Source: an optimization exercise on an open RTL-to-GDS flow (aim: small area). Production flows keep margins and buffers that such runs may drop. Function was checked by simulation only, so behaviour that the tests miss may differ from the original.

## flow/run.sh

```bash
#!/bin/bash
# synth_recipe.tcl (not shown) runs the flow's synth.tcl, then flattens the netlist and writes it again
# the make line also repeats each setting of config.mk as NAME=value (left out here)
make -C /OpenROAD-flow-scripts/flow DESIGN_CONFIG=/design/flow/config.mk WORK_HOME=/design/flow/orfs CLKGATE_MAP_FILE= SYNTH_SCRIPT=/design/flow/synth_recipe.tcl finish
```

## flow/config.mk

```make
export PLATFORM = sky130hd
export DESIGN_NAME = calc_entry_fsm
export DESIGN_NICKNAME = calc_entry_fsm
export VERILOG_FILES = /design/flow/design.v
export SDC_FILE = /design/flow/constraint.sdc
export NUM_CORES = 4
export LEC_CHECK = 0
export CAP_MARGIN = 20
export CORE_MARGIN = 2
export CORE_UTILIZATION = 40
export SLEW_MARGIN = 20
```

## flow/constraint.sdc

```tcl
create_clock -name core_clock -period 10.0 [get_ports {clk}]
set_input_delay 2.0000 -clock core_clock [delete_from_list [all_inputs] [get_ports {clk}]]
set_output_delay 2.0000 -clock core_clock [all_outputs]
set_load 0.01 [all_outputs]
```

## flow/design.v

```verilog
module calc_entry_fsm (
    input  logic        clk,
    input  logic        rst_n,
    input  logic [3:0]  key_val,
    input  logic        key_pressed,
    output logic [26:0] disp_mag,
    output logic        disp_neg,
    output logic        err,
    output logic        busy
);
    typedef enum logic [2:0] {ENTER_A, ENTER_B, CALC, SHOW, ERR} state_t;
    typedef enum logic [1:0] {OP_ADD, OP_SUB, OP_MUL, OP_DIV} op_t;
    localparam logic signed [41:0] MAX_MAG = 42'sd99_999_999;
    state_t             state, state_nx;
    logic signed [27:0] a_reg, a_nx;
    logic [13:0]        b_reg, b_nx;
    logic [2:0]         cnt_a, cnt_a_nx;
    logic [2:0]         cnt_b, cnt_b_nx;
    logic               b_seen, b_seen_nx;
    op_t                op_reg, op_nx;
    op_t                chain_op, chain_op_nx;
    logic               chain, chain_nx;
    logic signed [27:0] res_reg, res_nx;
    logic is_digit, is_op, is_eq, is_clr;
    op_t  key_op;
    always_comb begin
        is_digit = key_pressed && (key_val <= 4'd9);
        is_clr   = key_pressed && (key_val == 4'd11);
        is_eq    = key_pressed && (key_val == 4'd15);
        is_op    = 1'b0;
        key_op   = OP_ADD;
        if (key_pressed) begin
            case (key_val)
                4'd12: begin is_op = 1'b1; key_op = OP_ADD; end
                4'd13: begin is_op = 1'b1; key_op = OP_SUB; end
                4'd14: begin is_op = 1'b1; key_op = OP_MUL; end
                4'd10: begin is_op = 1'b1; key_op = OP_DIV; end
                default: ;
            endcase
        end
    end
    logic [27:0]        a_u;
    logic signed [27:0] a_dig;
    logic [2:0]         cnt_a_dig;
    logic [13:0]        b_dig;
    logic [2:0]         cnt_b_dig;
    always_comb begin
        a_u       = a_reg;
        a_dig     = a_reg;
        cnt_a_dig = cnt_a;
        if (cnt_a != 3'd4 && !(a_reg == 28'sd0 && key_val == 4'd0)) begin
            a_dig     = a_u * 28'd10 + {24'd0, key_val};
            cnt_a_dig = cnt_a + 3'd1;
        end
        b_dig     = b_reg;
        cnt_b_dig = cnt_b;
        if (cnt_b != 3'd4 && !(b_reg == 14'd0 && key_val == 4'd0)) begin
            b_dig     = b_reg * 14'd10 + {10'd0, key_val};
            cnt_b_dig = cnt_b + 3'd1;
        end
    end
    logic signed [41:0] a_w, b_w, ar_w;
    always_comb begin
        a_w = 42'(a_reg);
        b_w = $signed({28'd0, b_reg});
        case (op_reg)
            OP_ADD:  ar_w = a_w + b_w;
            OP_SUB:  ar_w = a_w - b_w;
            OP_MUL:  ar_w = a_w * b_w;
            default: ar_w = 42'sd0;
        endcase
    end
    logic [26:0]        dq_reg, dq_nx;
    logic [13:0]        dr_reg, dr_nx;
    logic [4:0]         dcnt_reg, dcnt_nx;
    logic               dneg_reg, dneg_nx;
    logic [26:0]        a_mag;
    logic [14:0]        d_sh;
    logic [13:0]        d_rstep;
    logic [26:0]        d_qstep;
    logic signed [41:0] div_w;
    always_comb begin
        a_mag = a_reg[27] ? 27'(-a_reg) : a_reg[26:0];
        d_sh  = {dr_reg, dq_reg[26]};
        if (d_sh >= {1'b0, b_reg}) begin
            d_rstep = 14'(d_sh - {1'b0, b_reg});
            d_qstep = {dq_reg[25:0], 1'b1};
        end else begin
            d_rstep = d_sh[13:0];
            d_qstep = {dq_reg[25:0], 1'b0};
        end
        div_w = dneg_reg ? -$signed({15'd0, d_qstep}) : $signed({15'd0, d_qstep});
    end
    logic               fin;
    logic signed [41:0] fin_val;
    always_comb begin
        state_nx    = state;
        a_nx        = a_reg;
        b_nx        = b_reg;
        cnt_a_nx    = cnt_a;
        cnt_b_nx    = cnt_b;
        b_seen_nx   = b_seen;
        op_nx       = op_reg;
        chain_op_nx = chain_op;
        chain_nx    = chain;
        res_nx      = res_reg;
        fin         = 1'b0;
        fin_val     = 42'sd0;
        dq_nx       = dq_reg;
        dr_nx       = dr_reg;
        dcnt_nx     = dcnt_reg;
        dneg_nx     = dneg_reg;
        if (is_clr) begin
            state_nx  = ENTER_A;
            a_nx      = '0;
            b_nx      = '0;
            cnt_a_nx  = '0;
            cnt_b_nx  = '0;
            b_seen_nx = 1'b0;
            op_nx     = OP_ADD;
            chain_nx  = 1'b0;
            res_nx    = '0;
            dq_nx     = '0;
            dr_nx     = '0;
            dcnt_nx   = '0;
            dneg_nx   = 1'b0;
        end else begin
            case (state)
                ENTER_A: begin
                    if (is_digit) begin
                        a_nx     = a_dig;
                        cnt_a_nx = cnt_a_dig;
                    end else if (is_op) begin
                        op_nx     = key_op;
                        b_nx      = '0;
                        cnt_b_nx  = '0;
                        b_seen_nx = 1'b0;
                        state_nx  = ENTER_B;
                    end
                end
                ENTER_B: begin
                    if (is_digit) begin
                        b_nx      = b_dig;
                        cnt_b_nx  = cnt_b_dig;
                        b_seen_nx = 1'b1;
                    end else if ((is_op || is_eq) && (cnt_b != 3'd0 || b_seen)) begin
                        state_nx    = CALC;
                        chain_nx    = is_op;
                        chain_op_nx = key_op;
                        dq_nx       = a_mag;
                        dr_nx       = '0;
                        dcnt_nx     = '0;
                        dneg_nx     = a_reg[27];
                    end else if (is_op) begin
                        op_nx = key_op;
                    end
                end
                CALC: begin
                    fin     = 1'b1;
                    fin_val = ar_w;
                    if (op_reg == OP_DIV) begin
                        fin = 1'b0;
                        if (b_reg == 14'd0) begin
                            state_nx = ERR;
                        end else begin
                            dq_nx   = d_qstep;
                            dr_nx   = d_rstep;
                            dcnt_nx = dcnt_reg + 5'd1;
                            if (dcnt_reg == 5'd26) begin
                                fin     = 1'b1;
                                fin_val = div_w;
                            end
                        end
                    end
                    if (fin) begin
                        if (fin_val > MAX_MAG || fin_val < -MAX_MAG) begin
                            state_nx = ERR;
                        end else if (chain) begin
                            res_nx    = 28'(fin_val);
                            a_nx      = 28'(fin_val);
                            b_nx      = '0;
                            cnt_b_nx  = '0;
                            b_seen_nx = 1'b0;
                            op_nx     = chain_op;
                            chain_nx  = 1'b0;
                            state_nx  = ENTER_B;
                        end else begin
                            res_nx   = 28'(fin_val);
                            state_nx = SHOW;
                        end
                    end
                end
                SHOW: begin
                    if (is_digit) begin
                        a_nx      = {24'd0, key_val};
                        cnt_a_nx  = (key_val != 4'd0) ? 3'd1 : 3'd0;
                        b_nx      = '0;
                        cnt_b_nx  = '0;
                        b_seen_nx = 1'b0;
                        state_nx  = ENTER_A;
                    end else if (is_op) begin
                        a_nx      = res_reg;
                        b_nx      = '0;
                        cnt_b_nx  = '0;
                        b_seen_nx = 1'b0;
                        op_nx     = key_op;
                        state_nx  = ENTER_B;
                    end
                end
                default: ;
            endcase
        end
    end
    always_ff @(posedge clk or negedge rst_n) begin
        if (!rst_n) begin
            state    <= ENTER_A;
            a_reg    <= '0;
            b_reg    <= '0;
            cnt_a    <= '0;
            cnt_b    <= '0;
            b_seen   <= 1'b0;
            op_reg   <= OP_ADD;
            chain_op <= OP_ADD;
            chain    <= 1'b0;
            res_reg  <= '0;
        end else begin
            state    <= state_nx;
            a_reg    <= a_nx;
            b_reg    <= b_nx;
            cnt_a    <= cnt_a_nx;
            cnt_b    <= cnt_b_nx;
            b_seen   <= b_seen_nx;
            op_reg   <= op_nx;
            chain_op <= chain_op_nx;
            chain    <= chain_nx;
            res_reg  <= res_nx;
        end
    end
    always_ff @(posedge clk or negedge rst_n) begin
        if (!rst_n) begin
            dq_reg   <= '0;
            dr_reg   <= '0;
            dcnt_reg <= '0;
            dneg_reg <= 1'b0;
        end else begin
            dq_reg   <= dq_nx;
            dr_reg   <= dr_nx;
            dcnt_reg <= dcnt_nx;
            dneg_reg <= dneg_nx;
        end
    end
    logic signed [27:0] disp_val;
    always_comb begin
        case (state)
            ENTER_A:    disp_val = a_reg;
            ENTER_B:    disp_val = (cnt_b != 3'd0) ? $signed({14'd0, b_reg}) : a_reg;
            CALC, SHOW: disp_val = res_reg;
            default:    disp_val = '0;
        endcase
        disp_neg = disp_val[27];
        disp_mag = disp_val[27] ? 27'(-disp_val) : disp_val[26:0];
        err      = (state == ERR);
        busy     = (state == CALC);
    end
endmodule
```

==> impl_metrics.csv <==
group,metric,value,unit
status,status,"finished clean",
clock_tree,cts_setup_buffers,0,
yosys,syn_nets,4192,
yosys,yosys-top-cells-area,"fa_1 (25%), dfrtp_1 (11%), ha_1 (9.3%), inv_1 (6.1%), nand2_1 (4.4%)",
clock_tree,cts_tree,"yes",
grt,grt-ovfl-total,0,
timing,slew_viol_final,0,
grt,grt_pass1_vias,27087,
die,die_h,276,microns
yosys,ys_seq_elements,132,
die,die_area,75900,sq um
timing,fin_crit,9300,ps
worst_setup_path,worstSetupStartpoint,"b_reg[0]$_DFFE_PN0P_",
clock_tree,cts_inserted_buffers,17,
worst_setup_path,cp.arrival,9580,ps
detailed_routing,viasPerCell,5.96,
yosys,synth_edf_count,0,
timing,clock.fmax,0.107,GHz
timing,tightestPinTransition,1240,ps
cells_and_area,area_delta_synth_final,7.35,%
grt,grt_usage,0.285,
detailed_routing,drt_iter0_drc,2866,
cells_and_area,final_cell_mix,"inv_1 (476), fa_1 (365), nand2_1 (345)",
worst_setup_path,slowest_delay,1070,ps
clock_tree,htreeDepth,4,
worst_setup_path,endpoint,"res_reg[7]$_DFFE_PN0P_",
detailed_routing,dr_total_vias,26931,
placement,portBuffers,36,
placement,dp_hpwl,82.2,mm
cells_and_area,final_common_cell,"inv_1",
worst_setup_path,worstSetupPathType,"flop to flop",
worst_setup_path,crit_top_cell,"fa_1",
timing,timing.final.crit_share,0.930,
worst_setup_path,cp-start-kind,"flop",
grt,antenna_found_initial,0,
die,start_util,0.404,
clock_tree,clk_latency,470,ps
worst_setup_path,r2r_start,"b_reg[0]$_DFFE_PN0P_",
yosys,synth_top_area_frac,0.248,
grt,grt_max_degree,68,
die,ios,37,
yosys,yosys.area.top_type,"fa_1",
yosys,synth-seq-area-share,0.112,
detailed_routing,wl_per_cell,23.4,microns
clock_tree,ctsHoldBuffers,0,
detailed_routing,wl,106,mm
cells_and_area,nets,4139,
yosys,yosys_most_used_dff,"dfrtp_1",
die,rows,99,
cells_and_area,n_fill_cell,7380,
timing,setup_viol,0,
timing,fin_hold_ws,491,ps
detailed_routing,ant_nets,0,
min_path,hold_class,"flop to flop",
worst_setup_path,r2r_cells,27,
timing,fin_skew,20.5,ps
detailed_routing,drt_pre_antenna_iters,6,
detailed_routing,drc,0,
yosys,netlist_instances,3601,
timing,tns,0,ps
clock_tree,cts.path.max_buffers,2,
clock_tree,clock-sinks,132,
yosys,yosys_warnings,1,
yosys,synth_cell_types,105,
clock_tree,clkTransAtPathRegs,80,ps
clock_tree,root_buffer,"clkbuf_16",
yosys,async_reset_ff_frac,1.00,
cells_and_area,drive_gt1_frac,0.0654,
placement,gp_congestion,0.980,
worst_setup_path,crit_fanout,19,
yosys,mappedNetlistArea,29500,sq um
run,drv_cap,0,
die,die_x,276,microns
grt,grt_pass1_wl,164,mm
timing,max_slew_margin,0.166,
clock_tree,cts-resized-gates,0,
worst_setup_path,cp-end-kind,"flop",
timing,rsz0062_at_grt,"no",
timing,hold_viol,0,
placement,post-place-ws,842,ps
timing,fin_ws,697,ps
worst_setup_path,critPathSlowestCell,"dfrtp_1",
yosys,postSynthAreaPerCell,8.19,sq um
worst_setup_path,r2r_end,"res_reg[7]$_DFFE_PN0P_",
die,core-area,73000,sq um
worst_setup_path,reg2reg_slack,700,ps
worst_setup_path,required,10280,ps
synthesized netlist by cell type (all sizes together) (9+ instances only):
cell type  count
o221ai        12
a31oi         25
and2         185
o211ai        37
nor2b         22
o21ai        170
buf           35
nand4         30
o22ai         10
a211oi        63
a21boi        10
a221oi        16
nor4          24
mux2          25
mux2i         26
nor3          53
o31a           9
a22oi         27
nand3         63
nor2         272
and3          27
a311oi        23
inv          479
xnor2         94
a22o          13
o21a          26
ha           219
a211o         11
or3           21
o31ai         29
o41ai         17
clkbuf       183
or4           17
a21o          41
fa           365
o21bai        10
or2           15
nand2        345
xor2          98
a21oi        171
nand2b        28
dfrtp        132
a41oi         18
worst min path at each step:
stage | start | to | slack (ps) | depth (start not counted)
CTS | chain_op[1]$_DFFE_PN0P_ | chain_op[1]$_DFFE_PN0P_ | 490 | 2
floorplan | chain_op[1]$_DFFE_PN0P_ | chain_op[1]$_DFFE_PN0P_ | 450 | 2
detailed placement | chain_op[1]$_DFFE_PN0P_ | chain_op[1]$_DFFE_PN0P_ | 470 | 2
finish | chain_op[1]$_DFFE_PN0P_ | chain_op[1]$_DFFE_PN0P_ | 490 | 2
global route | chain_op[1]$_DFFE_PN0P_ | chain_op[1]$_DFFE_PN0P_ | 510 | 2
global placement | chain_op[1]$_DFFE_PN0P_ | chain_op[1]$_DFFE_PN0P_ | 460 | 2
kinds of logic (layout without fill, tap and decap cells):
group,count (synthesis),count (layout),synth area share
other,0,2,0
muxes,51,51,0.0184
and+or+nand+nor,1128,1128,0.187
AOI/OAI and AO/OA,807,807,0.192
DFF,132,132,0.112
adders and majority gates,585,585,0.341
buffers and inverters,705,665,0.0914
xor gates and xnor gates,193,193,0.0578
worst max-delay path: cells and delay by family, from the launching register on:
kind	cells	cell delay, ps
buffers and inverters	6	780
and+or+nand+nor	6	1300
muxes	1	210
DFF	1	1070
adders and majority gates	7	3220
AOI/OAI and AO/OA	7	2510
metrics by stage:
step	cell area [sq um]	utilization	std cells
finish	31700	0.434	4522
global route	31700	0.434	4520
CTS	31600	0.434	4519
detailed placement	31100	0.426	4487
global placement	31100	0.426	4487
floorplan	29500	-	3601
final cells by class:
class                      instances  area (sq um)  share of cell area
inverter                         487          1830              0.0577
timing repair buffer             146          1220              0.0385
tap                              959          1200              0.0379
multi-input combinational       2764         23500               0.743
clock buffer                      17           425              0.0134
clock inverter                    15           158             0.00498
antenna                            2          5.00            0.000158
sequential                       132          3300               0.104
metal layers:
layer,vias up,share of wire,global-route usage
li1,12030,-,-
met1,13395,0.42,0.391
met2,1246,0.44,0.441
met3,260,0.088,0.0545
met4,0,0.047,0.119
met5,-,0,0

## what the ideal ports hide
Ports are ideal in the flow. The routed layout listed here was re-timed in OpenROAD.
Step 1 assumes that a clkbuf_16 drives the clock port and a buf_2 every other input.
Step 2 moves the port delays by t, midway between the first and last clock arrival at a register: inputs arrive t later, outputs are due t later. That takes back most of the time a late clock gives input paths.
Slacks: ideal / step 1 / step 2; pairs: ideal / step 1.
shift t [ns]: 0.517
setup slack, ns: 0.697 / 0.697 / 0.697
slew at the worst register clock pin (ns): 0.08 / 0.08
worst slew at a driven data input, ns: 0.06
After both steps setup and hold are still met in this run. For this run, drivers alone change the setup slack by 0.000 ns; drivers and shift together by 0.000 ns.
